Context: an optimization exercise on an open-source flow, tuned for small area, a short achievable clock period and few clock cycles per item. The choices shown serve that exercise and are no tape-out recipe. At most, simulation tests tie the RTL to the original design; equivalence was not proved. Power figures rest on the tool's default switching activity, not on a simulated workload.

Setup of main:
==> flow/design.v (excerpt) <==
module entropy_decode_top #(
	parameter int MEM_LATENCY = 2
) (
	input  logic Clock,
	input  logic Resetn,
	input  logic start,
	input  logic q_select,
	output logic [entropy_pkg::ADDR_W-1:0] mem_addr,
	output logic mem_rd,
	input  logic [entropy_pkg::WORD_W-1:0] mem_data,
	output logic block_ready,
	input  logic [entropy_pkg::IDX_W-1:0] rd_addr,
	output logic [entropy_pkg::COEF_W-1:0] rd_data
);
Size: ~2500 cells after synthesis, ~62 I/O pins, about 32000 um2 of cells after synthesis.
clock: 6.5 ns
lec_check: 0
cap_margin: 20
core_margin: 2
core_utilization: 40
slew_margin: 20
run.sh (not shown) runs the stock make flow with config.mk's settings and CLKGATE_MAP_FILE= SYNTH_SCRIPT=/design/flow/synth_recipe.tcl, a recipe that flattens the netlist after the stock synthesis.
Modified inputs, the feature branch compared to main
-- flow/design.v --
<<< main, line 17
	output logic [entropy_pkg::CODE_W-1:0] bits,
	output logic bits_valid,
	input  logic take
);
	localparam int D = entropy_pkg::FIFO_D;
>>> the feature branch, line 17
	output logic [entropy_pkg::CODE_W-1:0] bits,
	output logic bits_valid,
	input  logic take,
	input  logic [3:0] take_len
);
	localparam int D = entropy_pkg::FIFO_D;
<<< main, line 29
	logic [2:0] pending;
	logic [31:0] pair;
	logic [4:0] nxt [16];
	assign pair = {wd[0], wd[1]};
	assign bits = 13'(pair << ofs >> 19);
	assign bits_valid = (cnt >= 3'd2);
	always_comb begin
		for (int o = 0; o < 16; o++) begin
			casez (pair[31 - o -: 4])
				4'b00??: nxt[o] = 5'(o + 8);
				4'b100?: nxt[o] = 5'(o + 9);
				4'b1010: nxt[o] = 5'(o + 4);
				4'b1011: nxt[o] = 5'(o + 13);
				default: nxt[o] = 5'(o + 5);
			endcase
		end
	end
	assign ofs_sum = nxt[ofs];
	assign pop = take & ofs_sum[4];
	assign cnt_pop = cnt - 3'(pop);
>>> the feature branch, line 30
	logic [2:0] pending;
	logic [31:0] pair;
	assign pair = {wd[0], wd[1]};
	assign bits = 13'(pair << ofs >> 19);
	assign bits_valid = (cnt >= 3'd2);
	assign ofs_sum = {1'b0, ofs} + {1'b0, take_len};
	assign pop = take & ofs_sum[4];
	assign cnt_pop = cnt - 3'(pop);
<<< main, line 78
	input  logic bits_valid,
	output logic take,
	input  logic drain,           
	output logic code_valid,
>>> the feature branch, line 67
	input  logic bits_valid,
	output logic take,
	output logic [3:0] take_len,
	input  logic drain,           
	output logic code_valid,
<<< main, line 87
);
	logic [8:0] a;
	logic [3:0] n;
	logic eob, zero;
>>> the feature branch, line 77
);
	logic [8:0] a;
	logic [3:0] len;
	logic [3:0] n;
	logic eob, zero;
<<< main, line 94
		eob = 1'b0;
		zero = 1'b0;
		casez (bits[12:9])
			4'b00??: begin
				n = 4'd2;
			end
			4'b01??: ;
			4'b100?: begin
				a = {{3{bits[9]}}, bits[9:4]};
			end
			4'b1010: begin
				eob = 1'b1;
				zero = 1'b1;
			end
			4'b1011: begin
				a = bits[8:0];
			end
>>> the feature branch, line 85
		eob = 1'b0;
		zero = 1'b0;
		len = 4'd5;
		casez (bits[12:9])
			4'b00??: begin
				len = 4'd8;
				n = 4'd2;
			end
			4'b01??: ;
			4'b100?: begin
				len = 4'd9;
				a = {{3{bits[9]}}, bits[9:4]};
			end
			4'b1010: begin
				len = 4'd4;
				eob = 1'b1;
				zero = 1'b1;
			end
			4'b1011: begin
				len = 4'd13;
				a = bits[8:0];
			end
<<< main, line 116
	end
	assign take = bits_valid && (!code_valid || drain);
	always_ff @(posedge Clock or negedge Resetn) begin
		if (!Resetn) begin
>>> the feature branch, line 112
	end
	assign take = bits_valid && (!code_valid || drain);
	assign take_len = len;
	always_ff @(posedge Clock or negedge Resetn) begin
		if (!Resetn) begin
<<< main, line 150
);
	logic active;
	logic fin;
	logic [5:0] k;
	logic [6:0] k_end;
	logic last;
	logic [entropy_pkg::RAW_W-1:0] b;
	assign drain = (active || start) && code_valid;
	assign k_end = {1'b0, k} + {3'd0, code_cnt};
	assign last = code_eob || k_end[6];
>>> the feature branch, line 147
);
	logic active;
	logic [5:0] k;
	logic [6:0] k_end;
	logic last;
	logic [entropy_pkg::RAW_W-1:0] b;
	assign drain = active && code_valid;
	assign k_end = {1'b0, k} + {3'd0, code_cnt};
	assign last = code_eob || k_end[6];
<<< main, line 169
		if (!Resetn) begin
			active <= 1'b0;
			fin <= 1'b0;
			k <= '0;
			block_ready <= 1'b0;
		end else begin
			active <= (active || start) && !(drain && last);
			fin <= start && drain && last;
			block_ready <= fin || (block_ready && !start) || (drain && last && !start);
			if (drain) k <= last ? 6'd0 : k_end[5:0];
		end
	end
>>> the feature branch, line 165
		if (!Resetn) begin
			active <= 1'b0;
			k <= '0;
			block_ready <= 1'b0;
		end else begin
			if (start) begin
				active <= 1'b1;
				k <= '0;
				block_ready <= 1'b0;
			end else if (drain) begin
				k <= k_end[5:0];
				if (last) begin
					active <= 1'b0;
					block_ready <= 1'b1;
				end
			end
		end
	end
<<< main, line 228
	logic bits_valid;
	logic take;
	logic drain;
	logic code_valid;
>>> the feature branch, line 230
	logic bits_valid;
	logic take;
	logic [3:0] take_len;
	logic drain;
	logic code_valid;
<<< main, line 246
		.bits(bits),
		.bits_valid(bits_valid),
		.take(take)
	);
	vlc_decoder u_vlc (
>>> the feature branch, line 249
		.bits(bits),
		.bits_valid(bits_valid),
		.take(take),
		.take_len(take_len)
	);
	vlc_decoder u_vlc (
<<< main, line 254
		.bits_valid(bits_valid),
		.take(take),
		.drain(drain),
		.code_valid(code_valid),
>>> the feature branch, line 258
		.bits_valid(bits_valid),
		.take(take),
		.take_len(take_len),
		.drain(drain),
		.code_valid(code_valid),
### Flow results
The feature branch against main: part of the cycle the worst path needs rose 12 points, sequential power fell about 5%.
The feature branch vs. main: share of the core filled with cells in the final layout now smaller, synthesized cell count has decreased, final total power now sits lower, worst hold slack after final layout decreased 3.5 ps.
Between the feature branch and main, the difference in number of clock sinks seen by CTS is negligible.
[compare] base=main new=the feature branch: post-synthesis register bit count shows no meaningful change, die area shows a reduction of about 3.4%, fraction of met1 tracks used by global routing shows a reduction of 0.92 points, clock skew shows no meaningful change, wire length of the first global-routing pass shows a reduction of 7400 um.
Final setup slack of the worst path, the feature branch and main, lower one = the feature branch.
Testbench counts of the feature branch, summed over its fixed seeds: cycles 25,408, blocks 320.
No functional check of the RTL was part of main.

-- afterwards: timing with drivers on the ports --
No port has a modelled driver above. Below, the same layouts with a new extraction and two added sets of constraints.
Step 1 sets driving cells, clkbuf_16 on the clock port and buf_2 on the other inputs (assumed; they add their load-dependent delay and slew).
Step 2, shift: input delay + t, output delay - t, t = (earliest + latest rising clock arrival at the registers) / 2. This alone moves slack from input paths to output paths.
Three values: no drivers, after step 1, after step 2; two values: the first two.
run | shift t [ns] | setup WS [ns] | worst hold slack (ns) | clock arrival spread, ns | pins driven straight from the clock port
main | 0.700 | 1.414 / 1.455 / 0.755 | 0.377 / 0.377 / 0.377 | 0.035 / 0.035 | 1
the feature branch | 0.692 | 0.602 / 0.602 / 0.602 | 0.374 / 0.374 / 0.374 | 0.044 / 0.044 | 1
After both steps setup and hold are still met in every run listed. For main, which loses most, drivers alone change the setup slack by +0.041 ns; drivers and shift together by -0.659 ns.
